Background: an optimization exercise with open tools, aiming at small area. Do not read the settings as production practice. At most, simulation tests tie the RTL to the original design; equivalence was not proved. Only the layout flow was run in runs 2 to 4; the RTL was not checked for function there. Power is estimated from default activity; no workload was simulated.

File: flow/config.mk
export PLATFORM = sky130hd
export DESIGN_NAME = auto_level_match_gain_core
export DESIGN_NICKNAME = auto_level_match_gain_core
export VERILOG_FILES = /design/flow/design.v
export SDC_FILE = /design/flow/constraint.sdc
export NUM_CORES = 4
export LEC_CHECK = 0
export CAP_MARGIN = 20
export CORE_MARGIN = 2
export CORE_UTILIZATION = 40
export SLEW_MARGIN = 20
File: flow/constraint.sdc
create_clock -name core_clock -period 10.0 [get_ports {clock}]
set_input_delay 2.0000 -clock core_clock [delete_from_list [all_inputs] [get_ports {clock}]]
set_output_delay 2.0000 -clock core_clock [all_outputs]
set_load 0.01 [all_outputs]
File: flow/design.v
`timescale 1ns / 1ps
`default_nettype none
package alm_pkg;
   localparam int SAMPLE_WIDTH = 24;
   localparam int ENERGY_WIDTH = 48;
   localparam int COEF_WIDTH   = 32;
   localparam int GAIN_WIDTH   = 32;
   localparam int GAIN_OUT_WIDTH = 31;
   localparam int BOOT_WIDTH   = 17;
   localparam int CSR_INDEX_WIDTH = 3;
   localparam int CSR_DATA_WIDTH  = 48;
   localparam logic [COEF_WIDTH-1:0]   RST_ENERGY_COEF    = 32'd4294862000;
   localparam logic [COEF_WIDTH-1:0]   RST_ACTIVITY_COEF  = 32'd4293849000;
   localparam logic [COEF_WIDTH-1:0]   RST_GAIN_UP_COEF   = 32'd4294868000;
   localparam logic [COEF_WIDTH-1:0]   RST_GAIN_DOWN_COEF = 32'd4294768000;
   localparam logic [COEF_WIDTH-1:0]   RST_BOOT_COEF      = 32'd4294154000;
   localparam logic [BOOT_WIDTH-1:0]   RST_BOOT_LENGTH    = 17'd16800;
   localparam logic [ENERGY_WIDTH-1:0] RST_GATE_ENERGY    = 48'd22250000;
endpackage
`default_nettype wire
`timescale 1ns / 1ps
`default_nettype none
module auto_level_match_gain_core (
   input  wire logic         clock,
   input  wire logic         reset,
   input  wire logic         req_valid,
   output logic              req_ready,
   input  wire logic [95:0]  req_data,
   output logic              rsp_valid,
   input  wire logic         rsp_ready,
   output logic [78:0]       rsp_data,
   input  wire logic         csr_wr_en,
   input  wire logic [2:0]   csr_index,
   input  wire logic [47:0]  csr_wdata
);
   localparam logic [47:0] C_UNITY = 48'h0000_4000_0000;
   localparam logic [47:0] C_MIN_G = 48'h0000_2d4e_fbe2;
   localparam logic [47:0] C_MAX_G = 48'h0000_5a67_0388;
   localparam logic [47:0] C_R30   = 48'h0000_4000_0000;
   localparam logic [19:0] C_BOOT  = 20'(alm_pkg::RST_BOOT_LENGTH);
   localparam logic [4:0] ST_IDLE = 5'd0;
   localparam logic [4:0] ST_INIT = 5'd1;
   localparam logic [4:0] ST_SQR  = 5'd2;    
   localparam logic [4:0] ST_SH1  = 5'd3;    
   localparam logic [4:0] ST_BLR  = 5'd4;    
   localparam logic [4:0] ST_BLA  = 5'd5;    
   localparam logic [4:0] ST_ACT  = 5'd6;    
   localparam logic [4:0] ST_SQP  = 5'd7;    
   localparam logic [4:0] ST_SH2  = 5'd8;    
   localparam logic [4:0] ST_BLP  = 5'd9;    
   localparam logic [4:0] ST_DIV1 = 5'd10;   
   localparam logic [4:0] ST_DIV  = 5'd11;   
   localparam logic [4:0] ST_ROOT = 5'd12;   
   localparam logic [4:0] ST_TGT  = 5'd13;   
   localparam logic [4:0] ST_BLG  = 5'd14;   
   localparam logic [4:0] ST_GWR  = 5'd15;   
   localparam logic [4:0] ST_SCL  = 5'd16;   
   localparam logic [4:0] ST_SCR  = 5'd17;   
   localparam logic [4:0] ST_OWR  = 5'd18;   
   logic [31:0] energy_coef, activity_coef, up_coef, down_coef, boot_coef;
   logic [16:0] boot_length;
   logic [47:0] gate_energy;
   always_ff @(posedge clock) begin
      if (reset) begin
         energy_coef   <= alm_pkg::RST_ENERGY_COEF;
         activity_coef <= alm_pkg::RST_ACTIVITY_COEF;
         up_coef       <= alm_pkg::RST_GAIN_UP_COEF;
         down_coef     <= alm_pkg::RST_GAIN_DOWN_COEF;
         boot_coef     <= alm_pkg::RST_BOOT_COEF;
         boot_length   <= alm_pkg::RST_BOOT_LENGTH;
         gate_energy   <= alm_pkg::RST_GATE_ENERGY;
      end else if (csr_wr_en) begin
         case (csr_index)
            3'd0: energy_coef   <= csr_wdata[31:0];
            3'd1: activity_coef <= csr_wdata[31:0];
            3'd2: up_coef       <= csr_wdata[31:0];
            3'd3: down_coef     <= csr_wdata[31:0];
            3'd4: boot_coef     <= csr_wdata[31:0];
            3'd5: boot_length   <= csr_wdata[16:0];
            3'd6: gate_energy   <= csr_wdata[47:0];
            default: ;
         endcase
      end
   end
   logic [3:0] ph;          
   logic [4:0] step;
   logic [5:0] pass;        
   logic       rsp_valid_r;
   wire ph0    = (ph == 4'd0);
   wire ph_end = (ph == 4'd11);
   wire busy   = (step != ST_IDLE);
   wire first  = (pass == 6'd0);
   logic [5:0] pass_max;
   always_comb begin
      case (step)
         ST_SQR, ST_SQP: pass_max = 6'd23;
         ST_BLR, ST_BLA, ST_BLP, ST_BLG, ST_SCL, ST_SCR: pass_max = 6'd31;
         ST_DIV: pass_max = 6'd61;
         default: pass_max = 6'd0;
      endcase
   end
   wire last = (pass == pass_max);
   assign req_ready = (step == ST_IDLE) && !rsp_valid_r && ph_end;
   wire accept = req_valid && req_ready;
   always_ff @(posedge clock) begin
      if (reset) begin
         ph          <= 4'd0;
         step        <= ST_INIT;
         pass        <= 6'd0;
         rsp_valid_r <= 1'b0;
      end else begin
         ph <= ph_end ? 4'd0 : ph + 4'd1;
         if (rsp_valid_r && rsp_ready) rsp_valid_r <= 1'b0;
         if (step == ST_IDLE) begin
            if (accept) step <= ST_SQR;
         end else if (ph_end) begin
            if (last) begin
               pass <= 6'd0;
               if (step == ST_INIT) begin
                  step <= ST_IDLE;
               end else if (step == ST_OWR) begin
                  step        <= ST_IDLE;
                  rsp_valid_r <= 1'b1;
               end else begin
                  step <= step + 5'd1;
               end
            end else begin
               pass <= pass + 6'd1;
            end
         end
      end
   end
   logic [47:0] acc_r, re_r, pe_r, ac_r;    
   logic [23:0] ql_r, qh_r;                 
   logic [23:0] pl_r, pr_r;                 
   logic [15:0] tl_r, th_r;                 
   logic [15:0] bl_r;                       
   logic        b16_r;                      
   logic [31:0] gn_r;                       
   wire [3:0] acc_h = acc_r[3:0];
   wire [3:0] acc_n = acc_r[7:4];
   wire [3:0] re_h  = re_r[3:0];
   wire [3:0] re_n  = re_r[7:4];
   wire [3:0] pe_h  = pe_r[3:0];
   wire [3:0] pe_n  = pe_r[7:4];
   wire [3:0] ac_h  = ac_r[3:0];
   wire [3:0] ac_n  = ac_r[7:4];
   wire       lo_half = (ph < 4'd6);
   wire [3:0] qr_h  = lo_half ? ql_r[3:0] : qh_r[3:0];
   wire [3:0] qr_n  = (ph < 4'd5) ? ql_r[7:4] : qh_r[7:4];
   wire [3:0] tg_h  = (ph < 4'd4) ? tl_r[3:0] : (ph < 4'd8) ? th_r[3:0] : 4'd0;
   wire [3:0] tg_n  = (ph < 4'd3) ? tl_r[7:4] : (ph < 4'd7) ? th_r[7:4] : 4'd0;
   wire [3:0] gn_h  = (ph < 4'd8) ? gn_r[3:0] : 4'd0;
   wire [3:0] gn_n  = (ph < 4'd7) ? gn_r[7:4] : 4'd0;
   wire [3:0] pl_h  = pl_r[3:0];
   wire [3:0] pr_h  = pr_r[3:0];
   wire [3:0] bt_h  = (ph < 4'd4) ? bl_r[3:0] : {3'd0, b16_r & (ph == 4'd4)};
   wire [3:0] uni_d  = C_UNITY[{ph, 2'b00} +: 4];
   wire [3:0] min_d  = C_MIN_G[{ph, 2'b00} +: 4];
   wire [3:0] max_d  = C_MAX_G[{ph, 2'b00} +: 4];
   wire [3:0] r30_d  = C_R30[{ph, 2'b00} +: 4];
   wire [3:0] rstb_d = (ph < 4'd5) ? C_BOOT[{ph[2:0], 2'b00} +: 4] : 4'd0;
   wire [3:0] gate_d = gate_energy[{ph, 2'b00} +: 4];
   wire [3:0] blen_d = (ph < 4'd4) ? boot_length[{ph[1:0], 2'b00} +: 4] :
                       {3'd0, boot_length[16] & (ph == 4'd4)};
   function automatic logic [3:0] shr1(input logic [3:0] h, input logic [3:0] n,
                                       input logic at_end);
      shr1 = {at_end ? h[3] : n[0], h[3:1]};
   endfunction
   logic        sgn_rl, sgn_rr, sgn_pl, sgn_pr;
   logic        mb1, mb2, mbn1, mbn2;         
   logic        c1_r, c2_r, c3_r, cA_r, cB_r, bor_r;
   logic [1:0]  dA_r, dR_r, dQ_r;
   logic [2:0]  dT_r;
   logic        dP_r;
   logic        f1_r, f2_r;                   
   logic        gtq, active, ge4, lt4, lo_f, hi_f, tgt_gt, nz;
   logic        qlast, qa, b_r;
   logic        sgn_out;
   wire [4:0] jb = pass[4:0];
   wire use_boot = active && nz;
   wire [31:0] gcoef = use_boot ? boot_coef : (tgt_gt ? up_coef : down_coef);
   logic cb;
   always_comb begin
      case (step)
         ST_BLA:  cb = activity_coef[jb];
         ST_BLG:  cb = gcoef[jb];
         default: cb = energy_coef[jb];
      endcase
   end
   logic [3:0] a1, x1, x2, out1;
   logic       ci1, ci2;
   logic [3:0] a2, b2, out2;
   logic       ci3;
   logic [3:0] xa, ya, xb, yb;
   logic       co1, co2, co3, coA, coB;
   logic [4:0] s1;
   logic       is_sq, is_bl, is_sc, sq_step;
   logic [3:0] m1, m2, bl_a, bl_x;
   logic       mbe1, mbe2, neg1, neg2;
   logic [3:0] p2;
   logic       first_sq;
   logic [3:0] qr_sq, tg_sq;
   logic [1:0] dQ_e;
   logic [2:0] dT_e;
   logic       b_e, srs_e;
   logic [3:0] tq, root_d, tgt_d, sat_d, gn_ins;
   logic [1:0] qq;
   logic [3:0] acc_shl1;
   logic       d1_e;
   logic [3:0] acc_shr1;
   always_comb begin
      is_sq = (step == ST_SQR) || (step == ST_SQP);
      is_bl = (step == ST_BLR) || (step == ST_BLA) || (step == ST_BLP) || (step == ST_BLG);
      is_sc = (step == ST_SCL) || (step == ST_SCR);
      d1_e     = ph0 ? 1'b0 : dA_r[1];
      acc_shl1 = {acc_h[2:0], d1_e};
      acc_shr1 = {ph_end ? (is_sc & acc_h[3]) : acc_n[0], acc_h[3:1]};
      m1 = (step == ST_SQR) ? (lo_half ? qh_r[3:0] : {4{sgn_rl}}) :
                              (lo_half ? pl_h : {4{sgn_pl}});
      m2 = (step == ST_SQR) ? (lo_half ? ql_r[3:0] : {4{sgn_rr}}) :
                              (lo_half ? pr_h : {4{sgn_pr}});
      mbe1 = first ? ((step == ST_SQR) ? sgn_rl : sgn_pl) : mb1;
      mbe2 = first ? ((step == ST_SQR) ? sgn_rr : sgn_pr) : mb2;
      neg1 = first && mbe1;
      neg2 = first && mbe2;
      case (step)
         ST_BLR:  bl_x = cb ? re_h : qr_h;
         ST_BLP:  bl_x = cb ? pe_h : qr_h;
         ST_BLA:  bl_x = cb ? ac_h : 4'd0;
         default: bl_x = cb ? gn_h : tg_h;
      endcase
      case (step)
         ST_BLR:  x2 = cb ? re_n : qr_n;    
         ST_BLP:  x2 = cb ? pe_n : qr_n;
         ST_BLA:  x2 = cb ? ac_n : 4'd0;
         default: x2 = cb ? gn_n : tg_n;
      endcase
      if (first && step == ST_BLA)      bl_a = 4'd0;
      else if (first && step == ST_BLG) bl_a = tg_h;
      else                              bl_a = acc_h;
      p2 = lo_half ? {((step == ST_SCL) ? pl_h[2:0] : pr_h[2:0]), dP_r & !ph0}
                   : {4{(step == ST_SCL) ? sgn_pl : sgn_pr}};
      a1 = 4'd0; x1 = 4'd0; ci1 = 1'b0; ci2 = 1'b0;
      if (is_sq) begin
         a1  = first ? 4'd0 : acc_shl1;
         x1  = (mbe1 ? m1 : 4'd0) ^ {4{neg1}};
         ci1 = neg1;
         ci2 = neg2;
      end else if (step == ST_SH1 || step == ST_SH2) begin
         a1 = acc_shr1;
      end else if (is_bl) begin
         if (first && step == ST_BLA)      a1 = 4'd0;
         else if (first && step == ST_BLG) a1 = shr1(tg_h, tg_n, ph_end);
         else                              a1 = acc_shr1;
         x1  = shr1(bl_x, x2, ph_end);
         ci1 = bl_a[0] & bl_x[0];
      end else if (step == ST_DIV1) begin
         a1 = re_h;
         x1 = ~acc_shl1;
      end else if (step == ST_DIV) begin
         a1  = first ? acc_h : acc_shl1;
         x1  = qlast ? ~pe_h : pe_h;
         ci1 = ~qlast;
      end else if (is_sc) begin
         a1 = first ? r30_d : acc_shr1;
         x1 = mb1 ? p2 : 4'd0;
      end
      s1 = {1'b0, a1} + {1'b0, x1} + {4'd0, (ph0 ? ci1 : c1_r)};
      co1 = s1[4];
      {co2, out1} = {1'b0, s1[3:0]} +
                    {1'b0, (is_sq ? ((mbe2 ? m2 : 4'd0) ^ {4{neg2}}) : 4'd0)} +
                    {4'd0, (ph0 ? ci2 : c2_r)};
      first_sq = (pass == 6'd1);
      qq       = {qa, qlast};
      qr_sq    = first_sq ? 4'd0 : qr_h;
      tg_sq    = (first_sq && step == ST_DIV) ? 4'd0 : tg_h;
      b_e      = (first_sq && step == ST_DIV) ? 1'b0 : b_r;
      srs_e    = first_sq ? 1'b1 : b_r;
      dQ_e     = ph0 ? qq : dQ_r;
      dT_e     = ph0 ? {b_e, ~srs_e, 1'b1} : dT_r;
      a2       = {qr_sq[1:0], dQ_e};
      tq       = {tg_sq[0], dT_e};
      b2       = srs_e ? ~tq : tq;
      ci3      = srs_e;
      {co3, out2} = {1'b0, a2} + {1'b0, b2} + {4'd0, (ph0 ? ci3 : c3_r)};
      root_d   = {tg_sq[2:0], dT_e[2]};
      if (!active)    tgt_d = uni_d;
      else if (ge4)   tgt_d = max_d;
      else if (lt4)   tgt_d = min_d;
      else if (lo_f)  tgt_d = min_d;
      else if (hi_f)  tgt_d = max_d;
      else            tgt_d = tg_h;
      if (f1_r || f2_r) sat_d = acc_h;
      else if (sgn_out) sat_d = (ph == 4'd5) ? 4'b1000 : 4'b0000;
      else              sat_d = (ph == 4'd5) ? 4'b0111 : 4'b1111;
      if (step == ST_INIT)     gn_ins = uni_d;
      else if (step == ST_GWR) gn_ins = (f1_r || f2_r) ? uni_d : acc_h;
      else                     gn_ins = gn_r[3:0];
      xa = 4'd0; ya = 4'd0; xb = 4'd0; yb = 4'd0;
      case (step)
         ST_BLA:  begin xa = qr_h; ya = out1; end
         ST_ACT:  begin xa = gtq ? qr_h : acc_h; ya = gate_d; end
         ST_DIV1: begin
            xa = re_h;  ya = {acc_h[1:0], ph0 ? 2'b10 : dA_r};
            xb = acc_h; yb = {re_h[1:0], ph0 ? 2'b11 : dR_r};
         end
         ST_ROOT: begin
            xa = min_d;  ya = root_d;
            xb = root_d; yb = max_d;
         end
         ST_TGT:  begin xa = tgt_d; ya = gn_h; end
         default: ;
      endcase
      {coA} = ({1'b0, ya} + {1'b0, ~xa} + {4'd0, (ph0 ? 1'b1 : cA_r)}) >> 4;
      {coB} = ({1'b0, yb} + {1'b0, ~xb} + {4'd0, (ph0 ? 1'b1 : cB_r)}) >> 4;
   end
   logic [4:0] nx;
   always_comb begin
      if (is_sq)               nx = 5'd22 - pass[4:0];
      else if (step == ST_GWR) nx = 5'd0;
      else                     nx = pass[4:0] + 5'd1;
   end
   wire nx_hit = (ph == {1'b0, nx[4:2]});
   wire [3:0] cap1 = is_sq ? ((step == ST_SQR) ? qh_r[3:0] : pl_h) : gn_ins;
   wire [3:0] cap2 = (step == ST_SQR) ? ql_r[3:0] : pr_h;
   wire [3:0] bdec;
   wire       bdec_bo;
   assign {bdec_bo, bdec} = {1'b0, bt_h} - {4'd0, (ph0 ? 1'b1 : bor_r)};
   always_ff @(posedge clock) begin
      c1_r  <= co1;
      c2_r  <= co2;
      c3_r  <= co3;
      cA_r  <= coA;
      cB_r  <= coB;
      bor_r <= bdec_bo;
      dA_r  <= acc_h[3:2];
      dR_r  <= re_h[3:2];
      dQ_r  <= qr_sq[3:2];
      dT_r  <= tg_sq[3:1];
      dP_r  <= (step == ST_SCL) ? pl_h[3] : pr_h[3];
      acc_r <= {acc_r[3:0], acc_r[47:4]};
      re_r  <= {re_r[3:0], re_r[47:4]};
      pe_r  <= {pe_r[3:0], pe_r[47:4]};
      ac_r  <= {ac_r[3:0], ac_r[47:4]};
      ql_r  <= {ql_r[3:0], ql_r[23:4]};
      qh_r  <= {qh_r[3:0], qh_r[23:4]};
      tl_r  <= {tl_r[3:0], tl_r[15:4]};
      th_r  <= {th_r[3:0], th_r[15:4]};
      bl_r  <= {bl_r[3:0], bl_r[15:4]};
      if (accept) begin
         qh_r   <= req_data[95:72];
         ql_r   <= req_data[71:48];
         pl_r   <= req_data[47:24];
         pr_r   <= req_data[23:0];
         sgn_rl <= req_data[95];
         sgn_rr <= req_data[71];
         sgn_pl <= req_data[47];
         sgn_pr <= req_data[23];
      end else if (busy) begin
         pl_r <= {pl_r[3:0], pl_r[23:4]};
         pr_r <= {pr_r[3:0], pr_r[23:4]};
         case (step)
            ST_INIT: begin
               re_r[47:44] <= 4'd0;
               pe_r[47:44] <= 4'd0;
               ac_r[47:44] <= 4'd0;
               if (ph < 4'd4) bl_r[15:12] <= rstb_d;
               if (ph == 4'd4) b16_r <= 1'b0;
            end
            ST_SQR, ST_SQP, ST_BLR, ST_BLP, ST_BLG, ST_SCL, ST_DIV1, ST_DIV: begin
               acc_r[47:44] <= out1;
            end
            ST_SH1, ST_SH2: begin
               acc_r[47:44] <= out1;
               if (lo_half) ql_r[23:20] <= out1;
               else         qh_r[23:20] <= out1;
            end
            ST_BLA: begin
               acc_r[47:44] <= out1;
               if (first) re_r[47:44] <= acc_h;
            end
            ST_ACT: begin
               ac_r[47:44] <= gtq ? qr_h : acc_h;
            end
            ST_SCR: begin
               acc_r[47:44] <= out1;
               if (first && lo_half) pl_r[23:20] <= sat_d;
            end
            ST_OWR: begin
               if (lo_half) pr_r[23:20] <= sat_d;
            end
            default: ;
         endcase
         if (step == ST_DIV1) begin
            pe_r[47:44] <= active ? acc_h : 4'd0;
            re_r[47:44] <= active ? re_h : 4'd0;
         end
         if (step == ST_DIV && pass[0]) begin
            if (lo_half) ql_r[23:20] <= out2;
            else         qh_r[23:20] <= out2;
         end
         if ((step == ST_DIV && pass[0]) || step == ST_ROOT || step == ST_TGT) begin
            if (ph < 4'd4)      tl_r[15:12] <= (step == ST_TGT) ? tgt_d : root_d;
            else if (ph < 4'd8) th_r[15:12] <= (step == ST_TGT) ? tgt_d : root_d;
         end
         if (step == ST_TGT && (!active || nz)) begin
            if (ph < 4'd4)  bl_r[15:12] <= active ? bdec : blen_d;
            if (ph == 4'd4) b16_r <= active ? bdec[0] : boot_length[16];
         end
      end
      if (busy && ph < 4'd8) gn_r <= {gn_ins, gn_r[31:4]};
      if (nx_hit) begin
         mbn1 <= cap1[nx[1:0]];
         mbn2 <= cap2[nx[1:0]];
      end
      if (ph_end) begin
         mb1 <= mbn1;
         mb2 <= mbn2;
      end
      if (ph_end) begin
         case (step)
            ST_BLA:  if (last) gtq <= ~coA;
            ST_ACT:  active <= ~coA;
            ST_DIV1: begin ge4 <= ~coA & ~|acc_h[3:2]; lt4 <= ~coB & ~|re_h[3:2]; end
            ST_ROOT: begin lo_f <= ~coA; hi_f <= ~coB; end
            ST_TGT:  tgt_gt <= ~coA;
            default: ;
         endcase
         if (step == ST_DIV1 || step == ST_DIV) begin
            qa    <= qlast;
            qlast <= ~out1[3];
         end
         if (step == ST_DIV && pass[0]) b_r <= ~out2[3];
         if (is_sc && last) sgn_out <= out1[3];
      end
      if (step == ST_ROOT) nz <= (ph0 ? 1'b0 : nz) | (|bt_h);
      if (step == ST_BLG && last) begin
         f1_r <= (ph0 ? 1'b1 : f1_r) &
                 (((out1 ^ uni_d) & (ph0 ? 4'b1110 : 4'b1111)) == 4'd0);
         f2_r <= (ph0 ? 1'b1 : f2_r) &
                 (out1 == ((ph < 4'd7) ? 4'hF : (ph == 4'd7) ? 4'h3 : 4'h0));
      end
      if (is_sc && last) begin
         if (ph == 4'd5) begin
            f1_r <= ~out1[3];
            f2_r <= out1[3];
         end else if (ph > 4'd5) begin
            f1_r <= f1_r & (out1 == 4'h0);
            f2_r <= f2_r & (out1 == 4'hF);
         end
      end
   end
   assign rsp_valid = rsp_valid_r;
   assign rsp_data  = {pl_r, pr_r, gn_r[30:0]};
endmodule
`default_nettype wire
File: flow/run.sh
#!/bin/bash
# synth_recipe.tcl (not shown) runs the flow's synth.tcl, then flattens the netlist and writes it again
# the make line also repeats each setting of config.mk as NAME=value (left out here)
make -C /OpenROAD-flow-scripts/flow DESIGN_CONFIG=/design/flow/config.mk WORK_HOME=/design/flow/orfs CLKGATE_MAP_FILE= SYNTH_SCRIPT=/design/flow/synth_recipe.tcl finish
==> results.cfg, run 1 <==
[synthesis]
avgSynthCellArea_um2 = 9.22
post_synth_inst_count = 2839
synth.distinct_cells = 81
syn_nets = 3031
synth.cell_area_mm2 = 0.0262
postSynth.topFlopCell = sky130_fd_sc_hd__dfxtp_1
synth-compound-area-share_pct = 12.7
synth-adder-area-share_pct = 2.13
yosys.area_share.simple_pct = 21.0
count_of_flip_flops_with_a_built_in_enable_after_synthesis = 101
synth_largest_area_cell = sky130_fd_sc_hd__dfxtp_1
synth_sequential_area_ratio_pct = 53.7
synth_xor_xnor_area_share_pct = 1.04
yosys_warnings = 1
yosysTopAreaCellShare_pct = 42.1
post_synth_mux_area_share_pct = 5.23
postSynthRegisterBits = 652
synth_async_sr_flop_share_pct = 0
synth_top_family_by_area = simple AND/OR/NAND/NOR gates
top_cells_by_area_synth = sky130_fd_sc_hd__dfxtp_1 42%, sky130_fd_sc_hd__nand2_1 12%, sky130_fd_sc_hd__edfxtp_1 12%

[sta]
tns_ps = 0
drv_slew = 0
worst_slew_margin_rel_pct = 28.7
worstMarginPinSlew_ps = 1060
fin_ws_ps = 1780
timing.final.setup_violations = 0
grt_setup_unrepaired = false
fmax_mhz = 122
timing.final.hold_violations = 0
final.setup_skew_ps = 31.1
timing.final.crit_share_pct = 82.2
finalCriticalPeriod_ps = 8220

[critical_path]
cp_num_buf_inv = 2
crit_path_top_delay_cell = sky130_fd_sc_hd__dfxtp_1
launch_instance_of_the_worst_register_to_register_path = step[3]$_SDFFE_PP0P_
crit_path_max_incr_delay_ps = 1010
setup.worst_path.class = reg -> reg
rrSetupSlack_ps = 1780
timing.critical_path.cells = mux2i_1 > or2_1 > a221oi_1 > a221o_1 > a311oi_1 > nor3_1 > a2111oi_0 > a311oi_1 > fa_1 > inv_1 > fa_1 > ha_1 > nor2b_1 > o21ai_0 > nand2b_1 > xnor2_1 > o22ai_1 > a221oi_1 > o21ai_0 > ha_1 > o21ai_0 > nand2b_1 > inv_1
critical_path.endpoint_type = flop
crit_path_cell_count = 23
crit_fanout = 27
critPathTopFamily = compound AO/OA/AOI/OAI gates
r2r_cells = 23
worst_setup_path_startpoint = step[3]$_SDFFE_PP0P_
timing.critical_path.mode_cell = sky130_fd_sc_hd__o21ai_0
required_time_of_the_critical_path_ps = 10380
critical_path.startpoint_type = flop
critPathArrivalTime_ps = 8600
critical_path.reg2reg.endpoint = gtq$_DFFE_PP_

[status]
run_status = complete, no violations

[cts]
clk_pin_slew_ps = 60
post_cts_resized = 0
clockBufferDepth = 3
cts.repair_timing.setup_buffer_count = 0
cts_root_buf = sky130_fd_sc_hd__clkbuf_16
ctsHoldBuffers = 0
clock_sink_count = 652
insertion_delay_ps = 630
cts_buffers = 70
cts_max_level = 3
cts_tree = yes

[hold_path]
min_to = th_r[2]$_DFF_P_
hold_start = th_r[6]$_DFF_P_
number_of_stages_on_the_worst_hold_path = 0
worstHoldPathType = reg -> reg

[pwr]
cellPowerDensity_mw_per_mm2 = 189
power.ir.vdd_worst_mv = 0.132
total_power_consumption_of_the_routed_design_mw = 5.98
total_leakage_power_nw = 12.6

[finish]
post_route_cells_drive_above_1_share_pct = 7.95
finalCoreUtilization_pct = 48.9
layout.nets = 3181
multi_input_comb_area_mm2 = 0.0111
area_growth_syn_to_layout_pct = 20.7
fillCellCount = 5985
seq_area_mm2 = 0.0141
final_cell_area_mm2 = 0.0316
final_cell_mix = 828 x sky130_fd_sc_hd__nand2_1, 551 x sky130_fd_sc_hd__dfxtp_1, 231 x sky130_fd_sc_hd__clkdlybuf4s50_1
layout_commonest_cell = sky130_fd_sc_hd__nand2_1

[detailed_routing]
dr_total_vias = 21300
detail_route.vias_per_cell = 5.45
antenna_violating_nets_post_route = 0
dr.first_iter.drc_count = 2001
wirelength_um = 82300
wl_per_cell_um = 21.1
drc = 0
drt_first_pass_iters = 6

[placed_design]
dpl_cell_area_mm2 = 0.0291
buffer_ports.inserted = 232
dp_hpwl_um = 57000
place.gp.congestion = 0.912
placement.setup.worst_slack_ps = 1920

[grt]
track_usage_pct = 24.0
grt_max_degree = 134
first_pass_grt_wire_length_um = 125000
via_count_of_the_first_global_routing_pass = 20600
antenna_found_initial = 1
grt_remaining_overflow = 0

[flow_run]
maxCapViolations = 0

[floorplan]
core_area_mm2 = 0.0646
floorplan.rows = 93
floorplan.initialDensity_pct = 40.5
dieHeight_um = 260
floorplan.io_pins = 233
dieArea_mm2 = 0.0675
die_width_um = 260
==> Yosys cell counts (all sizes together) (17+ instances only) <==
library cell	count
nand3b	120
o21ai	111
ha	34
mux4	21
nand3	40
xnor2	18
o211ai	29
mux2	24
clkbuf	142
dfxtp	551
buf	65
nand2b	17
mux2i	61
a221o	18
a21oi	200
a221oi	22
inv	35
a211oi	21
edfxtp	101
nand2	830
nor2	121
nor3	34
==> area by class of cell <==
class                           count  area share (%)
Inverter                           38           0.451
Clock inverter                     36            1.61
Antenna cell                        2          0.0158
Timing Repair Buffer              285            8.74
Multi-Input combinational cell   1942            35.2
Clock buffer                       92            6.09
Sequential cell                   652            44.5
Tap cell                          855            3.39
==> cells by family after synthesis <==
group	count (synthesis)
XOR/XNOR	31
buffers and inverters	245
adder cells (fa/ha/maj)	41
AND/OR/NAND/NOR	1237
multiplexers	106
flip-flops	652
AO/OA/AOI/OAI	527
==> worst register-to-register path: cells and delay by family (launching register included) <==
kind | cells | cell delay (ps)
AO/OA/AOI/OAI | 10 | 2390
adder cells (fa/ha/maj) | 4 | 1490
AND/OR/NAND/NOR | 5 | 1470
flip-flops | 1 | 1010
multiplexers | 1 | 780
XOR/XNOR | 1 | 660
buffers and inverters | 2 | 190
==> registers in the layout, summed over array words and instances, names as in the netlist, 4 cells and up <==
signal / flops
ac_r: 48
acc_r: 48
gate_energy: 48
pe_r: 48
re_r: 48
activity_coef: 32
boot_coef: 32
down_coef: 32
energy_coef: 32
gn_r: 32
up_coef: 32
pl_r: 24
pr_r: 24
qh_r: 24
ql_r: 24
boot_length: 17
bl_r: 16
th_r: 16
tl_r: 16
pass: 6
step: 5
pass_max: 4
ph: 4
==> per-stage QoR <==
step	std cells	hold WS [ps]
floorplan	2839	310
global placement	3770	310
detailed placement	3770	312
CTS	3898	309
global route	3901	325
finish	3902	311
==> worst max-delay path by stage <==
stage | slack [ps] | endpoint
after global routing | 1280 | gtq$_DFFE_PP_
after global placement | 2040 | active$_DFFE_PP_
after detailed placement | 1920 | lo_f$_DFFE_PP_
final | 1780 | gtq$_DFFE_PP_
after floorplan | 4260 | active$_DFFE_PP_
after CTS | 1920 | gtq$_DFFE_PP_
==> metal layers <==
layer,global-route usage (%),vias up,share of wire (%)
met5,0,-,0
met4,8.72,0,3.2
met3,3.66,162,6.2
met2,37.1,748,46
met1,33.8,10300,45
li1,-,10000,-
==> where the power goes <==
part	switching (mW)	total [mW]	internal, mW
sequential	0.0658	2.83	2.76
clock	1.12	2.71	1.59
combinational	0.233	0.446	0.213
total	1.41	5.98	4.56
==> run 2, diff against run 1 <==
--- a/flow/design.v
+++ b/flow/design.v
@@ -60,27 +60,30 @@
    logic [31:0] energy_coef, activity_coef, up_coef, down_coef, boot_coef;
    logic [16:0] boot_length;
    logic [47:0] gate_energy;
+   wire [47:0] wd_one  = csr_wdata | {48{reset}};
+   wire [47:0] wd_zero = csr_wdata & ~{48{reset}};
+   function automatic logic [47:0] wd_for(input logic [47:0] rst_val);
+      for (int i = 0; i < 48; i++) wd_for[i] = rst_val[i] ? wd_one[i] : wd_zero[i];
+   endfunction
+   wire [47:0] wd_energy   = wd_for(48'(alm_pkg::RST_ENERGY_COEF));
+   wire [47:0] wd_activity = wd_for(48'(alm_pkg::RST_ACTIVITY_COEF));
+   wire [47:0] wd_up       = wd_for(48'(alm_pkg::RST_GAIN_UP_COEF));
+   wire [47:0] wd_down     = wd_for(48'(alm_pkg::RST_GAIN_DOWN_COEF));
+   wire [47:0] wd_boot     = wd_for(48'(alm_pkg::RST_BOOT_COEF));
+   wire [47:0] wd_blen     = wd_for(48'(alm_pkg::RST_BOOT_LENGTH));
+   wire [47:0] wd_gate     = wd_for(alm_pkg::RST_GATE_ENERGY);
+   wire [6:0]  csr_en;
+   for (genvar k = 0; k < 7; k++) begin : g_en
+      assign csr_en[k] = reset | (csr_wr_en && csr_index == 3'(k));
+   end
    always_ff @(posedge clock) begin
-      if (reset) begin
-         energy_coef   <= alm_pkg::RST_ENERGY_COEF;
-         activity_coef <= alm_pkg::RST_ACTIVITY_COEF;
-         up_coef       <= alm_pkg::RST_GAIN_UP_COEF;
-         down_coef     <= alm_pkg::RST_GAIN_DOWN_COEF;
-         boot_coef     <= alm_pkg::RST_BOOT_COEF;
-         boot_length   <= alm_pkg::RST_BOOT_LENGTH;
-         gate_energy   <= alm_pkg::RST_GATE_ENERGY;
-      end else if (csr_wr_en) begin
-         case (csr_index)
-            3'd0: energy_coef   <= csr_wdata[31:0];
-            3'd1: activity_coef <= csr_wdata[31:0];
-            3'd2: up_coef       <= csr_wdata[31:0];
-            3'd3: down_coef     <= csr_wdata[31:0];
-            3'd4: boot_coef     <= csr_wdata[31:0];
-            3'd5: boot_length   <= csr_wdata[16:0];
-            3'd6: gate_energy   <= csr_wdata[47:0];
-            default: ;
-         endcase
-      end
+      if (csr_en[0]) energy_coef   <= wd_energy[31:0];
+      if (csr_en[1]) activity_coef <= wd_activity[31:0];
+      if (csr_en[2]) up_coef       <= wd_up[31:0];
+      if (csr_en[3]) down_coef     <= wd_down[31:0];
+      if (csr_en[4]) boot_coef     <= wd_boot[31:0];
+      if (csr_en[5]) boot_length   <= wd_blen[16:0];
+      if (csr_en[6]) gate_energy   <= wd_gate;
    end
    logic [3:0] ph;          
    logic [4:0] step;
@@ -160,7 +163,14 @@
    wire [3:0] max_d  = C_MAX_G[{ph, 2'b00} +: 4];
    wire [3:0] r30_d  = C_R30[{ph, 2'b00} +: 4];
    wire [3:0] rstb_d = (ph < 4'd5) ? C_BOOT[{ph[2:0], 2'b00} +: 4] : 4'd0;
-   wire [3:0] gate_d = gate_energy[{ph, 2'b00} +: 4];
+   logic [3:0] gate_d;
+   always_comb begin
+      logic [3:0] g1 [6];
+      logic [3:0] g2 [3];
+      for (int k = 0; k < 6; k++) g1[k] = ph[0] ? gate_energy[8*k+4 +: 4] : gate_energy[8*k +: 4];
+      for (int k = 0; k < 3; k++) g2[k] = ph[1] ? g1[2*k+1] : g1[2*k];
+      gate_d = ph[3] ? g2[2] : (ph[2] ? g2[1] : g2[0]);
+   end
    wire [3:0] blen_d = (ph < 4'd4) ? boot_length[{ph[1:0], 2'b00} +: 4] :
                        {3'd0, boot_length[16] & (ph == 4'd4)};
    function automatic logic [3:0] shr1(input logic [3:0] h, input logic [3:0] n,
@@ -177,15 +187,30 @@
    logic        gtq, active, ge4, lt4, lo_f, hi_f, tgt_gt, nz;
    logic        qlast, qa, b_r;
    logic        sgn_out;
+   function automatic logic bit32(input logic [31:0] x, input logic [4:0] i);
+      logic [15:0] l1;
+      logic [7:0]  l2;
+      logic [3:0]  l3;
+      logic [1:0]  l4;
+      for (int k = 0; k < 16; k++) l1[k] = i[0] ? x[2*k+1] : x[2*k];
+      for (int k = 0; k < 8; k++)  l2[k] = i[1] ? l1[2*k+1] : l1[2*k];
+      for (int k = 0; k < 4; k++)  l3[k] = i[2] ? l2[2*k+1] : l2[2*k];
+      for (int k = 0; k < 2; k++)  l4[k] = i[3] ? l3[2*k+1] : l3[2*k];
+      bit32 = i[4] ? l4[1] : l4[0];
+   endfunction
    wire [4:0] jb = pass[4:0];
    wire use_boot = active && nz;
-   wire [31:0] gcoef = use_boot ? boot_coef : (tgt_gt ? up_coef : down_coef);
+   wire cb_energy   = bit32(energy_coef, jb);
+   wire cb_activity = bit32(activity_coef, jb);
+   wire cb_up       = bit32(up_coef, jb);
+   wire cb_down     = bit32(down_coef, jb);
+   wire cb_boot     = bit32(boot_coef, jb);
    logic cb;
    always_comb begin
       case (step)
-         ST_BLA:  cb = activity_coef[jb];
-         ST_BLG:  cb = gcoef[jb];
-         default: cb = energy_coef[jb];
+         ST_BLA:  cb = cb_activity;
+         ST_BLG:  cb = use_boot ? cb_boot : (tgt_gt ? cb_up : cb_down);
+         default: cb = cb_energy;
       endcase
    end
    logic [3:0] a1, x1, x2, out1;
--- a/flow/config.mk
+++ b/flow/config.mk
@@ -7,5 +7,6 @@
 export LEC_CHECK = 0
 export CAP_MARGIN = 20
 export CORE_MARGIN = 2
-export CORE_UTILIZATION = 40
+export CORE_UTILIZATION = 60
+export CTS_BUF_LIST = sky130_fd_sc_hd__clkbuf_8
 export SLEW_MARGIN = 20
==> run 2 against run 1 <==
Critical path type unchanged. Clock power shrank 18%. Largest power group unchanged. Via count decreased by 18%. Largest cell class unchanged. Sequential power is 7% higher.
==> results.cfg, run 2 <==
[synthesis]
postSynth.topFlopCell = sky130_fd_sc_hd__edfxtp_1
synth.most_common_cell = sky130_fd_sc_hd__nand2_1
synth.cell_area_mm2 = 0.0255
synth.distinct_cells = 94
synth_sequential_area_ratio_pct = 63.9
synth_async_sr_flop_share_pct = 0
top_cells_by_area_synth = sky130_fd_sc_hd__edfxtp_1 38%, sky130_fd_sc_hd__dfxtp_1 26%, sky130_fd_sc_hd__nand2_1 5.4%
yosysTopAreaCellShare_pct = 38.4
synth_largest_area_cell = sky130_fd_sc_hd__edfxtp_1
postSynthRegisterBits = 652
post_synth_inst_count = 2064
yosys_warnings = 3
netlist_top_cells_count = 364 x sky130_fd_sc_hd__nand2_1, 326 x sky130_fd_sc_hd__dfxtp_1, 326 x sky130_fd_sc_hd__edfxtp_1
avgSynthCellArea_um2 = 12.4
count_of_flip_flops_with_a_built_in_enable_after_synthesis = 326
syn_nets = 2256

[finish]
n_antenna_cell = 0
post_route_cells_drive_above_1_share_pct = 13.2
layout_commonest_cell = sky130_fd_sc_hd__nand2_1
area_growth_syn_to_layout_pct = 18.3
seq_area_mm2 = 0.0163
multi_input_comb_area_mm2 = 0.00838
fillCellCount = 2856
layout.nets = 2487
final_cell_mix = 362 x sky130_fd_sc_hd__nand2_1, 326 x sky130_fd_sc_hd__edfxtp_1, 325 x sky130_fd_sc_hd__dfxtp_1

[floorplan]
floorplan.initialDensity_pct = 60.8
dieHeight_um = 210
core_area_mm2 = 0.0419
die_width_um = 210
floorplan.io_pins = 233
dieArea_mm2 = 0.0442
floorplan.rows = 75

[cts]
cts_root_buf = sky130_fd_sc_hd__clkbuf_8
clockBufferDepth = 3
cts_max_level = 3
cts.repair_timing.setup_buffer_count = 0
clock_sink_count = 652
post_cts_resized = 0
cts_tree = yes
insertion_delay_ps = 730
cts_buffers = 100
ctsHoldBuffers = 0
clk_pin_slew_ps = 60

[sta]
drv_slew = 0
grt_setup_unrepaired = false
tns_ps = 0
final.setup_skew_ps = 46.0
timing.final.crit_share_pct = 70.1
worst_slew_margin_rel_pct = 33.3
finalCriticalPeriod_ps = 7010
timing.final.setup_violations = 0
worstMarginPinSlew_ps = 997
fmax_mhz = 143
timing.final.hold_violations = 0

[detailed_routing]
drt_first_pass_iters = 5
wl_per_cell_um = 24.1
dr.first_iter.drc_count = 1794
wirelength_um = 70000
antenna_violating_nets_post_route = 0
drc = 0
dr_total_vias = 17500
detail_route.vias_per_cell = 6.00

[critical_path]
critical_path.startpoint_type = flop
critPathArrivalTime_ps = 7560
required_time_of_the_critical_path_ps = 10550
crit_fanout = 31
setup.worst_path.class = reg -> reg
critical_path.endpoint_type = flop

[grt]
grt_max_degree = 111
via_count_of_the_first_global_routing_pass = 17400
grt_remaining_overflow = 0
track_usage_pct = 32.0
first_pass_grt_wire_length_um = 105000
antenna_found_initial = 1

[pwr]
cellPowerDensity_mw_per_mm2 = 187
power.ir.vdd_worst_mv = 0.134
total_leakage_power_nw = 11.6
total_power_consumption_of_the_routed_design_mw = 5.65

[flow_run]
maxCapViolations = 0

[status]
run_status = complete, no violations

[placed_design]
buffer_ports.inserted = 232
dp_hpwl_um = 48600
place.gp.congestion = 0.929

[hold_path]
worstHoldPathType = reg -> reg
-- run 2: cell types whose count changed after synthesis, moves of 61 or more --
cell / previous run / this run
sky130_fd_sc_hd__a21oi_1: 199 / 77
sky130_fd_sc_hd__clkbuf_1: 142 / 81
sky130_fd_sc_hd__dfxtp_1: 551 / 326
sky130_fd_sc_hd__edfxtp_1: 101 / 326
sky130_fd_sc_hd__nand2_1: 830 / 364
sky130_fd_sc_hd__nand3b_1: 119 / 3
-- run 2: final timing paths --
kind | startpoint | to | slack (ps) | cells after the start
setup / recovery | pass[0]$_SDFFE_PP0P_ | ge4$_DFFE_PP_ | 2990 | 23
setup reg to reg | pass[0]$_SDFFE_PP0P_ | ge4$_DFFE_PP_ | 2990 | 23
hold reg to reg | pe_r[20]$_DFF_P_ | pe_r[16]$_DFF_P_ | 310 | 0
hold / removal | pe_r[20]$_DFF_P_ | pe_r[16]$_DFF_P_ | 310 | 0
-- run 2: cells by family (layout without fill, tap and decap cells) --
| kind of cell | after synthesis | count (layout) | share of synthesized area, % |
|---|---|---|---|
| buffers and inverters | 177 | 484 | 3.36 |
| xor gates and xnor gates | 29 | 29 | 0.995 |
| and+or+nand+nor | 687 | 687 | 12.4 |
| adders and majority gates | 40 | 40 | 2.14 |
| DFF | 652 | 652 | 63.9 |
| muxes | 130 | 130 | 8.06 |
| AOI/OAI and AO/OA | 349 | 349 | 9.17 |
-- run 2: area by class of cell --
type                    count  area share (%)
flip-flops and latches    652            54.0
multi-input cells        1235            27.8
inverters                  35           0.439
clock buffers             122            5.56
clock inverters            56            1.25
repair buffers            271            8.71
well taps                 539            2.23
-- run 2: routing by layer --
metal,track usage [%],share of wire [%],vias up,wire (um)
met5,0,0.016,-,11
met4,11.8,3.3,2,2280
li1,-,-,7889,-
met1,44.2,42,8543,29200
met2,50.1,47,865,32600
met3,7.11,8.4,151,5860
-- run 2: worst max-delay path, stage by stage, from the launching register on --
cell                        delay (ps)
sky130_fd_sc_hd__dfxtp_2           820
sky130_fd_sc_hd__buf_4             600
sky130_fd_sc_hd__mux4_1            340
sky130_fd_sc_hd__and2_1            160
sky130_fd_sc_hd__a2111oi_2          50
sky130_fd_sc_hd__a2111o_1          430
sky130_fd_sc_hd__a2111oi_4         610
sky130_fd_sc_hd__nor2_2            200
sky130_fd_sc_hd__mux2i_1           170
sky130_fd_sc_hd__a41o_1            260
sky130_fd_sc_hd__fa_1              350
sky130_fd_sc_hd__inv_1             100
sky130_fd_sc_hd__fa_1              450
sky130_fd_sc_hd__ha_1              300
sky130_fd_sc_hd__nor2b_1           130
sky130_fd_sc_hd__o21ai_0           140
sky130_fd_sc_hd__nand2b_1           80
sky130_fd_sc_hd__xor2_1            520
sky130_fd_sc_hd__inv_1             250
sky130_fd_sc_hd__o221ai_1          260
sky130_fd_sc_hd__ha_1              280
sky130_fd_sc_hd__o21ai_0            70
sky130_fd_sc_hd__nand2b_1          110
sky130_fd_sc_hd__nor3_1            130
-- run 2: report_power, final --
part,switching [mW],leakage (nW),internal [mW]
Sequential,0.0676,5.96,2.95
Clock,1.04,1.16,1.19
Combinational,0.203,4.51,0.204
Total,1.31,11.6,4.35
-- run 2: through the flow --
step	cells	hold slack, ps	area (um2)	setup slack [ps]	util [%]
floorplan	2064	310	25500	4450	-
global placement	2731	310	28100	3190	67.0
detailed placement	2731	312	28100	3070	67.0
CTS	2909	310	30200	3070	71.9
global route	2910	320	30200	2420	72.0
finish	2910	306	30200	2990	72.0
==> run 3, diff against run 2 <==
--- a/flow/design.v
+++ b/flow/design.v
@@ -179,12 +179,19 @@
    endfunction
    logic        sgn_rl, sgn_rr, sgn_pl, sgn_pr;
    logic        mb1, mb2, mbn1, mbn2;         
-   logic        c1_r, c2_r, c3_r, cA_r, cB_r, bor_r;
+   logic        c1_r, c2_r, c3_r, bor_r;
    logic [1:0]  dA_r, dR_r, dQ_r;
    logic [2:0]  dT_r;
    logic        dP_r;
    logic        f1_r, f2_r;                   
-   logic        gtq, active, ge4, lt4, lo_f, hi_f, tgt_gt, nz;
+   logic        gtq_n, act_n, ge4_n, lt4_n, lo_n, hi_n, tgt_n, nz;
+   wire         gtq = ~gtq_n, active = ~act_n, ge4 = ~ge4_n, lt4 = ~lt4_n;
+   wire         lo_f = ~lo_n, hi_f = ~hi_n, tgt_gt = ~tgt_n;
+   function automatic logic le_carry(input logic [3:0] x, input logic [3:0] y, input logic c);
+      logic [4:0] t;
+      t = {1'b0, y} + {1'b0, ~x} + {4'd0, c};
+      le_carry = t[4];
+   endfunction
    logic        qlast, qa, b_r;
    logic        sgn_out;
    function automatic logic bit32(input logic [31:0] x, input logic [4:0] i);
@@ -217,8 +224,7 @@
    logic       ci1, ci2;
    logic [3:0] a2, b2, out2;
    logic       ci3;
-   logic [3:0] xa, ya, xb, yb;
-   logic       co1, co2, co3, coA, coB;
+   logic       co1, co2, co3;
    logic [4:0] s1;
    logic       is_sq, is_bl, is_sc, sq_step;
    logic [3:0] m1, m2, bl_a, bl_x;
@@ -322,23 +328,6 @@
       if (step == ST_INIT)     gn_ins = uni_d;
       else if (step == ST_GWR) gn_ins = (f1_r || f2_r) ? uni_d : acc_h;
       else                     gn_ins = gn_r[3:0];
-      xa = 4'd0; ya = 4'd0; xb = 4'd0; yb = 4'd0;
-      case (step)
-         ST_BLA:  begin xa = qr_h; ya = out1; end
-         ST_ACT:  begin xa = gtq ? qr_h : acc_h; ya = gate_d; end
-         ST_DIV1: begin
-            xa = re_h;  ya = {acc_h[1:0], ph0 ? 2'b10 : dA_r};
-            xb = acc_h; yb = {re_h[1:0], ph0 ? 2'b11 : dR_r};
-         end
-         ST_ROOT: begin
-            xa = min_d;  ya = root_d;
-            xb = root_d; yb = max_d;
-         end
-         ST_TGT:  begin xa = tgt_d; ya = gn_h; end
-         default: ;
-      endcase
-      {coA} = ({1'b0, ya} + {1'b0, ~xa} + {4'd0, (ph0 ? 1'b1 : cA_r)}) >> 4;
-      {coB} = ({1'b0, yb} + {1'b0, ~xb} + {4'd0, (ph0 ? 1'b1 : cB_r)}) >> 4;
    end
    logic [4:0] nx;
    always_comb begin
@@ -356,8 +345,6 @@
       c1_r  <= co1;
       c2_r  <= co2;
       c3_r  <= co3;
-      cA_r  <= coA;
-      cB_r  <= coB;
       bor_r <= bdec_bo;
       dA_r  <= acc_h[3:2];
       dR_r  <= re_h[3:2];
@@ -444,14 +431,6 @@
          mb2 <= mbn2;
       end
       if (ph_end) begin
-         case (step)
-            ST_BLA:  if (last) gtq <= ~coA;
-            ST_ACT:  active <= ~coA;
-            ST_DIV1: begin ge4 <= ~coA & ~|acc_h[3:2]; lt4 <= ~coB & ~|re_h[3:2]; end
-            ST_ROOT: begin lo_f <= ~coA; hi_f <= ~coB; end
-            ST_TGT:  tgt_gt <= ~coA;
-            default: ;
-         endcase
          if (step == ST_DIV1 || step == ST_DIV) begin
             qa    <= qlast;
             qlast <= ~out1[3];
@@ -459,6 +438,19 @@
          if (step == ST_DIV && pass[0]) b_r <= ~out2[3];
          if (is_sc && last) sgn_out <= out1[3];
       end
+      if (step == ST_BLA && last) gtq_n <= le_carry(qr_h, out1, ph0 | gtq_n);
+      if (step == ST_ACT) act_n <= le_carry(gtq ? qr_h : acc_h, gate_d, ph0 | act_n);
+      if (step == ST_DIV1) begin
+         ge4_n <= le_carry(re_h, {acc_h[1:0], ph0 ? 2'b10 : dA_r}, ph0 | ge4_n) |
+                  (ph_end & |acc_h[3:2]);
+         lt4_n <= le_carry(acc_h, {re_h[1:0], ph0 ? 2'b11 : dR_r}, ph0 | lt4_n) |
+                  (ph_end & |re_h[3:2]);
+      end
+      if (step == ST_ROOT) begin
+         lo_n <= le_carry(min_d, root_d, ph0 | lo_n);
+         hi_n <= le_carry(root_d, max_d, ph0 | hi_n);
+      end
+      if (step == ST_TGT) tgt_n <= le_carry(tgt_d, gn_h, ph0 | tgt_n);
       if (step == ST_ROOT) nz <= (ph0 ? 1'b0 : nz) | (|bt_h);
       if (step == ST_BLG && last) begin
          f1_r <= (ph0 ? 1'b1 : f1_r) &
==> flow/flow/run.sh (new file) <==
#!/bin/bash
# The standard layout (standard.sh, ORFS from synthesis to finish) with three changes
# passed to ORFS through its own variables:
#  - the port buffers are sky130_fd_sc_hd__buf_1 instead of the default choice;
#  - clock tree synthesis uses clkbuf_16 buffers, sink clusters of 24 and no dummy loads.
# All of ORFS's output goes to standard.log here; each ORFS step also keeps its own log
# under orfs/logs.
set -euo pipefail
export BUFFER_PORTS_ARGS="-buffer_cell sky130_fd_sc_hd__buf_1"
export CTS_ARGS="-sink_clustering_enable -repair_clock_nets -dont_use_dummy_load -buf_list sky130_fd_sc_hd__clkbuf_16 -sink_clustering_size 24 -sink_clustering_max_diameter 40"
bash standard.sh > standard.log 2>&1
==> flow/standard.sh (new file) <==
#!/bin/bash
# synth_recipe.tcl (not shown) runs the flow's synth.tcl, then flattens the netlist and writes it again
# the make line also repeats each setting of config.mk as NAME=value (left out here)
make -C /OpenROAD-flow-scripts/flow DESIGN_CONFIG=/design/flow/config.mk WORK_HOME=/design/flow/orfs CLKGATE_MAP_FILE= SYNTH_SCRIPT=/design/flow/synth_recipe.tcl "${@:-finish}"
--- a/flow/config.mk
+++ b/flow/config.mk
@@ -7,6 +7,5 @@
 export LEC_CHECK = 0
 export CAP_MARGIN = 20
 export CORE_MARGIN = 2
-export CORE_UTILIZATION = 60
-export CTS_BUF_LIST = sky130_fd_sc_hd__clkbuf_8
+export CORE_UTILIZATION = 70
 export SLEW_MARGIN = 20
removed: flow/run.sh
==> run 3 against run 2 <==
Sequential cell count fell by 2. Clock skew rose by 10 ps. Combinational power rose by 13%. Utilization rose by 6.6 points. Via count fell by 2.6%. Critical path depth did not move. Cell count fell by 12%. Clock power fell by 13%. Global-route usage rose by 5.7 points. Design area fell by 7.0%. Sequential share of layout area rose by 3.9 points. Critical path type unchanged.
==> results.cfg, run 3 <==
[synthesis]
synth.distinct_cells = 79
post_synth_inst_count = 1901
synth.cell_area_mm2 = 0.0255
postSynthRegisterBits = 650
syn_nets = 2113
synth_largest_area_cell = sky130_fd_sc_hd__edfxtp_1
yosys_warnings = 3
postSynth.topFlopCell = sky130_fd_sc_hd__edfxtp_1
synth.most_common_cell = sky130_fd_sc_hd__edfxtp_1
synth_async_sr_flop_share_pct = 0
yosysTopAreaCellShare_pct = 38.4
top_cells_by_area_synth = sky130_fd_sc_hd__edfxtp_1 38%, sky130_fd_sc_hd__dfxtp_1 25%, sky130_fd_sc_hd__mux2_2 4.6%
synth_sequential_area_ratio_pct = 63.8
count_of_flip_flops_with_a_built_in_enable_after_synthesis = 326
netlist_top_cells_count = 326 x sky130_fd_sc_hd__edfxtp_1, 324 x sky130_fd_sc_hd__dfxtp_1, 128 x sky130_fd_sc_hd__nand2_1
avgSynthCellArea_um2 = 13.4

[sta]
fmax_mhz = 138
finalCriticalPeriod_ps = 7230
timing.final.hold_violations = 0
timing.final.setup_violations = 0
timing.final.crit_share_pct = 72.3
grt_setup_unrepaired = false
final.setup_skew_ps = 56.0
drv_slew = 0
worstMarginPinSlew_ps = 1170
tns_ps = 0
worst_slew_margin_rel_pct = 21.2
timing.hold.ws_ps = 286

[floorplan]
dieArea_mm2 = 0.0380
dieHeight_um = 195
floorplan.rows = 69
die_width_um = 195
core_area_mm2 = 0.0357
floorplan.io_pins = 233
floorplan.initialDensity_pct = 71.4

[pwr]
power.ir.vdd_worst_mv = 0.181
total_power_consumption_of_the_routed_design_mw = 5.47
cellPowerDensity_mw_per_mm2 = 195
power.share.switching_pct = 23.0
p_sw_mw = 1.26
sequentialPowerShare_pct = 56.3
relative_contribution_of_the_clock_network_to_total_power_pct = 35.3
total_leakage_power_nw = 10.4
power.share.combinational_pct = 8.4
p_int_mw = 4.22

[hold_path]
worstHoldPathType = reg -> reg

[cts]
clk_pin_slew_ps = 70
cts_tree = yes
post_cts_resized = 0
cts.repair_timing.setup_buffer_count = 0
clockBufferDepth = 3
ctsHoldBuffers = 0
cts_max_level = 2
clock_sink_count = 650
insertion_delay_ps = 630
cts_buffers = 60
cts_root_buf = sky130_fd_sc_hd__clkbuf_16

[placed_design]
place.gp.congestion = 0.960
buffer_ports.inserted = 232
dpl_cell_area_mm2 = 0.0266
dp_hpwl_um = 48600

[detailed_routing]
antenna_violating_nets_post_route = 0
wl_per_cell_um = 27.6
drt_first_pass_iters = 9
detail_route.vias_per_cell = 6.62
drc = 0
dr_total_vias = 17000
dr.first_iter.drc_count = 2401
wirelength_um = 70800

[status]
run_status = complete, no violations

[critical_path]
setup.worst_path.class = reg -> reg
critPathArrivalTime_ps = 7790
crit_fanout = 32
critical_path.endpoint_type = flop
crit_path_max_incr_delay_ps = 910
crit_path_top_delay_cell = sky130_fd_sc_hd__dfxtp_2
timing.critical_path.cells = buf_4 > mux4_1 > mux2_2 > a221oi_1 > or4_1 > o31a_1 > and2_4 > mux2i_1 > a2111oi_0 > nor2_1 > fa_1 > inv_1 > fa_1 > ha_1 > nor2b_1 > o21ai_0 > nand2b_1 > xor2_1 > inv_1 > a22oi_1 > nor2_1 > o21ai_0 > a221o_1
cp_num_buf_inv = 3
critical_path.startpoint_type = flop
required_time_of_the_critical_path_ps = 10560
critPathTopFamily = compound AO/OA/AOI/OAI gates

[grt]
via_count_of_the_first_global_routing_pass = 16900
first_pass_grt_wire_length_um = 106000
track_usage_pct = 37.7
antenna_found_initial = 2
grt_max_degree = 71
grt_remaining_overflow = 0

[finish]
final_cell_mix = 326 x sky130_fd_sc_hd__edfxtp_1, 323 x sky130_fd_sc_hd__dfxtp_1, 231 x sky130_fd_sc_hd__buf_1
layout.nets = 2321
post_route_cells_drive_above_1_share_pct = 13.6
n_antenna_cell = 0
layout_commonest_cell = sky130_fd_sc_hd__edfxtp_1
area_growth_syn_to_layout_pct = 10.0
final_cell_area_mm2 = 0.0281

[flow_run]
maxCapViolations = 0
[run 3: cell types whose count changed after synthesis, sizes merged, moves of 7 or more]
cell | previous run | this run
a21oi | 78 | 85
a32o | 7 | 0
buf | 60 | 49
clkbuf | 82 | 61
ha | 34 | 54
inv | 34 | 45
mux2 | 22 | 106
nand2 | 364 | 128
nand2b | 16 | 29
nor2b | 59 | 73
o22ai | 14 | 25
[run 3: path summary, 6_finish.rpt]
check | startpoint | end | slack (ps) | cells past startpoint
worst max-delay path | pass[0]$_SDFFE_PP0P_ | qh_r[23]$_DFF_P_ | 2770 | 23
worst min register to register | ac_r[28]$_DFF_P_ | ac_r[24]$_DFF_P_ | 290 | 0
worst min-delay path | ac_r[28]$_DFF_P_ | ac_r[24]$_DFF_P_ | 290 | 0
worst max register to register | pass[0]$_SDFFE_PP0P_ | qh_r[23]$_DFF_P_ | 2770 | 23
[run 3: cell type report]
class / instances / area [um2]
repair buffers: 256 / 1050
multi-input cells: 1093 / 8480
well taps: 461 / 577
inverters: 48 / 180
flip-flops and latches: 650 / 16300
fillers: 2031 / 7670
clock buffers: 60 / 1500
[run 3: routing by layer]
| layer | wire length (um) | GRT usage (%) | vias up |
|---|---|---|---|
| li1 | - | - | 7329 |
| met1 | 27700 | 52.4 | 8283 |
| met2 | 32300 | 58.5 | 1172 |
| met3 | 8040 | 9.11 | 202 |
| met4 | 2640 | 13.4 | 4 |
| met5 | 28 | 0 | - |
[run 3: power groups by stage]
| stage | Sequential [mW] | Clock, mW | Combinational [mW] |
|---|---|---|---|
| floorplan | 3.10 | 0 | 0.275 |
| global placement | 3.12 | 0 | 0.426 |
| detailed placement | 3.13 | 0 | 0.442 |
| CTS | 3.08 | 1.94 | 0.452 |
| global route | 3.09 | 2.02 | 0.494 |
| finish | 3.08 | 1.93 | 0.461 |
[run 3: per-stage QoR]
stage          std cells  util [%]  worst slack [ps]
2_1_floorplan       1901         -              4550
3_3_place_gp        2508      74.3              3140
3_5_place_dp        2508      74.3              2970
4_1_cts             2568      78.5              2910
5_1_grt             2568      78.5              2280
6_report            2568      78.5              2770
[run 3: cells by family (layout without fill, tap and decap cells)]
family,after synthesis,in the layout,share of synthesized area (%)
buf+inv,158,364,3.10
xor+xnor,26,26,0.892
compound gates,324,324,8.24
simple gates,470,470,9.26
fa+ha+maj,60,60,3.12
flops,650,650,63.8
mux,213,213,11.6
==> run 4, diff against run 3 <==
==> flow/flow/run.sh (replaced) <==
#!/bin/bash
# The standard layout (standard.sh, ORFS from synthesis to finish) with three changes
# passed to ORFS through its own variables:
#  - the port buffers are sky130_fd_sc_hd__buf_1 instead of the default choice;
#  - clock tree synthesis uses clkbuf_8 or clkbuf_16 buffers, sink clusters of 20 and no dummy loads.
# All of ORFS's output goes to standard.log here; each ORFS step also keeps its own log
# under orfs/logs.
set -euo pipefail
export BUFFER_PORTS_ARGS="-buffer_cell sky130_fd_sc_hd__buf_1"
export CTS_ARGS="-sink_clustering_enable -repair_clock_nets -dont_use_dummy_load -buf_list \"sky130_fd_sc_hd__clkbuf_8 sky130_fd_sc_hd__clkbuf_16\" -sink_clustering_size 20 -sink_clustering_max_diameter 50"
bash standard.sh > standard.log 2>&1
==> run 4 against run 3 <==
Power fell by 5.2%. Sequential share of layout area is 0.67 points higher. Hold slack improved by 24 ps. Via count is 1.0% lower. Sequential cell count stayed put. Routed wire length fell by 3.0%. Synthesized cell count is the same. Non-clock buffer count did not move. Combinational power barely moved. Critical path type unchanged. Largest cell class unchanged. Highest routed layer unchanged.
==> results.cfg, run 4 <==
[critical_path]
r2r_cells = 23
critical_path.endpoint_type = flop
crit_fanout = 32
required_time_of_the_critical_path_ps = 10540
critPathArrivalTime_ps = 7690
critical_path.reg2reg.endpoint = qh_r[23]$_DFF_P_
setup.worst_path.class = reg -> reg
critical_path.startpoint_type = flop
launch_instance_of_the_worst_register_to_register_path = pass[0]$_SDFFE_PP0P_
rrSetupSlack_ps = 2840

[synthesis]
synth_xor_xnor_area_share_pct = 0.892
netlist_top_cells_count = 326 x sky130_fd_sc_hd__edfxtp_1, 324 x sky130_fd_sc_hd__dfxtp_1, 128 x sky130_fd_sc_hd__nand2_1
post_synth_mux_area_share_pct = 11.6
postSynth.topFlopCell = sky130_fd_sc_hd__edfxtp_1
yosys_warnings = 3
synth_top_family_by_area = multiplexers
synth.distinct_cells = 79
avgSynthCellArea_um2 = 13.4
yosys.area_share.simple_pct = 9.26
synth_sequential_area_ratio_pct = 63.8
syn_nets = 2113
synth-compound-area-share_pct = 8.24
yosysTopAreaCellShare_pct = 38.4
count_of_flip_flops_with_a_built_in_enable_after_synthesis = 326
synth.cell_area_mm2 = 0.0255
postSynthRegisterBits = 650
synth_async_sr_flop_share_pct = 0
top_cells_by_area_synth = sky130_fd_sc_hd__edfxtp_1 38%, sky130_fd_sc_hd__dfxtp_1 25%, sky130_fd_sc_hd__mux2_2 4.6%
post_synth_inst_count = 1901
synth_largest_area_cell = sky130_fd_sc_hd__edfxtp_1
synth.most_common_cell = sky130_fd_sc_hd__edfxtp_1
synth-adder-area-share_pct = 3.12

[cts]
cts_max_level = 2
cts_buffers = 47
post_cts_resized = 0
cts_tree = yes
insertion_delay_ps = 610
clk_pin_slew_ps = 80
cts_root_buf = sky130_fd_sc_hd__clkbuf_16
clockBufferDepth = 3
cts.repair_timing.setup_buffer_count = 0
ctsHoldBuffers = 0
clock_sink_count = 650

[grt]
via_count_of_the_first_global_routing_pass = 16400
grt_max_degree = 71
grt_remaining_overflow = 0
first_pass_grt_wire_length_um = 103000
antenna_found_initial = 2
track_usage_pct = 36.5

[detailed_routing]
wirelength_um = 68700
drt_first_pass_iters = 10
detail_route.vias_per_cell = 6.58
dr.first_iter.drc_count = 2143
wl_per_cell_um = 26.9
dr_total_vias = 16800
antenna_violating_nets_post_route = 0
drc = 0

[pwr]
sequentialPowerShare_pct = 59.2
total_leakage_power_nw = 10.2
power.share.combinational_pct = 8.8
power.ir.vdd_worst_mv = 0.179
relative_contribution_of_the_clock_network_to_total_power_pct = 31.9
p_sw_mw = 1.19
cellPowerDensity_mw_per_mm2 = 187
p_int_mw = 4.00
total_power_consumption_of_the_routed_design_mw = 5.19
power.share.switching_pct = 23.0

[placed_design]
placement.setup.worst_slack_ps = 2970
buffer_ports.inserted = 232
dp_hpwl_um = 48600
place.gp.congestion = 0.960

[sta]
tns_ps = 0
final.setup_skew_ps = 57.7
drv_slew = 0
timing.final.crit_share_pct = 71.6
grt_setup_unrepaired = false
worst_slew_margin_rel_pct = 23.6
timing.final.setup_violations = 0
fmax_mhz = 140
finalCriticalPeriod_ps = 7160
fin_ws_ps = 2840
worstMarginPinSlew_ps = 1150
timing.final.hold_violations = 0

[finish]
layout_commonest_cell = sky130_fd_sc_hd__edfxtp_1
layout.nets = 2308
final_cell_mix = 326 x sky130_fd_sc_hd__edfxtp_1, 323 x sky130_fd_sc_hd__dfxtp_1, 231 x sky130_fd_sc_hd__buf_1
seq_area_mm2 = 0.0163
fillCellCount = 2102
multi_input_comb_area_mm2 = 0.00848
post_route_cells_drive_above_1_share_pct = 13.1
area_growth_syn_to_layout_pct = 8.75

[floorplan]
dieHeight_um = 195
floorplan.rows = 69
floorplan.initialDensity_pct = 71.4
core_area_mm2 = 0.0357
floorplan.io_pins = 233
dieArea_mm2 = 0.0380
die_width_um = 195

[status]
run_status = complete, no violations

[hold_path]
number_of_stages_on_the_worst_hold_path = 0
min_to = acc_r[29]$_DFF_P_
hold_start = acc_r[33]$_DFF_P_
worstHoldPathType = reg -> reg

[flow_run]
maxCapViolations = 0
-- run 4: cell counts after synthesis --
No cell type changed its count.
-- run 4: logic make-up (layout without fill, tap and decap cells) --
kind of cell,Yosys count,after routing
buf+inv,158,351
flops,650,650
xor+xnor,26,26
fa+ha+maj,60,60
compound gates,324,324
other cells,0,2
mux,213,213
simple gates,470,470
-- run 4: final cells by class --
cell class / count / area share, %
Sequential cell: 650 / 58.7
Clock buffer: 47 / 4.24
Timing Repair Buffer: 256 / 3.79
Multi-Input combinational cell: 1093 / 30.6
Tap cell: 461 / 2.08
Inverter: 48 / 0.649
Antenna cell: 2 / 0.0180
-- run 4: worst max-delay path, stage by stage, from the launching register on --
cell and delay, ps:
sky130_fd_sc_hd__dfxtp_2 900, sky130_fd_sc_hd__buf_4 570, sky130_fd_sc_hd__mux4_1 620, sky130_fd_sc_hd__mux2_2 290, sky130_fd_sc_hd__a221oi_1 240, sky130_fd_sc_hd__or4_1 180, sky130_fd_sc_hd__o31a_1 210, sky130_fd_sc_hd__and2_4 260
sky130_fd_sc_hd__mux2i_1 100, sky130_fd_sc_hd__a2111oi_0 440, sky130_fd_sc_hd__nor2_1 140, sky130_fd_sc_hd__fa_1 400, sky130_fd_sc_hd__inv_1 90, sky130_fd_sc_hd__fa_1 450, sky130_fd_sc_hd__ha_1 310, sky130_fd_sc_hd__nor2b_1 120
sky130_fd_sc_hd__o21ai_0 150, sky130_fd_sc_hd__nand2b_1 110, sky130_fd_sc_hd__xor2_1 480, sky130_fd_sc_hd__inv_1 200, sky130_fd_sc_hd__a22oi_1 340, sky130_fd_sc_hd__nor2_1 90, sky130_fd_sc_hd__o21ai_0 200, sky130_fd_sc_hd__a221o_1 160
-- run 4: stage by stage --
step	hold slack [ps]	utilization, %	std cells	area [um2]
detailed placement	312	74.3	2508	26600
finish	310	77.6	2557	27800
global route	316	77.6	2555	27700
CTS	306	77.6	2555	27700
floorplan	310	-	1901	25500
global placement	310	74.3	2508	26600
-- run 4: layer usage --
layer / track usage [%] / wire length, um
met1: 52.5 / 27200
met5: 0 / 13
met2: 56.0 / 31100
met3: 7.91 / 7880
met4: 12.2 / 2420
-- run 4: power by group through the flow --
stage / clock network, mW / logic [mW] / registers [mW]
floorplan: 0 / 0.275 / 3.10
finish: 1.66 / 0.459 / 3.07
detailed placement: 0 / 0.442 / 3.13
global route: 1.75 / 0.493 / 3.09
CTS: 1.67 / 0.450 / 3.07
global placement: 0 / 0.426 / 3.12
-- run 4: worst max-delay path by stage --
stage	start	endpoint	slack [ps]
floorplan	pass[0]$_SDFFE_PP0P_	gtq_n$_DFFE_PP_	4550
global placement	pass[0]$_SDFFE_PP0P_	qh_r[23]$_DFF_P_	3140
detailed placement	pass[0]$_SDFFE_PP0P_	qh_r[23]$_DFF_P_	2970
CTS	pass[0]$_SDFFE_PP0P_	qh_r[23]$_DFF_P_	2890
global route	pass[0]$_SDFFE_PP0P_	qh_r[23]$_DFF_P_	2340
finish	pass[0]$_SDFFE_PP0P_	qh_r[23]$_DFF_P_	2840

[port drivers added, routing unchanged]
In the flow no input, the clock included, has a driving cell. The finished layouts below were timed again as built, in two steps.
Step 1, drivers: a clkbuf_16 drives clock and a buf_2 each remaining input, both assumed.
Step 2, shift: input delay + t, output delay - t, t = (earliest + latest rising clock arrival at the registers) / 2. This alone moves slack from input paths to output paths.
Slacks: ideal ports / drivers / drivers and shift; pairs: ideal ports / drivers.
run | t (ns) | setup WS [ns] | clock arrival spread, ns | worst register clock-pin slew, ns
run 1 | 0.689 | 1.779 / 1.779 / 1.779 | 0.033 / 0.033 | 0.07 / 0.07
run 2 | 0.760 | 2.988 / 2.988 / 2.988 | 0.051 / 0.050 | 0.07 / 0.07
run 3 | 0.654 | 2.774 / 2.774 / 2.774 | 0.062 / 0.062 | 0.09 / 0.09
run 4 | 0.631 | 2.844 / 2.844 / 2.844 | 0.058 / 0.058 | 0.08 / 0.08
After both steps every run listed still meets setup and hold.
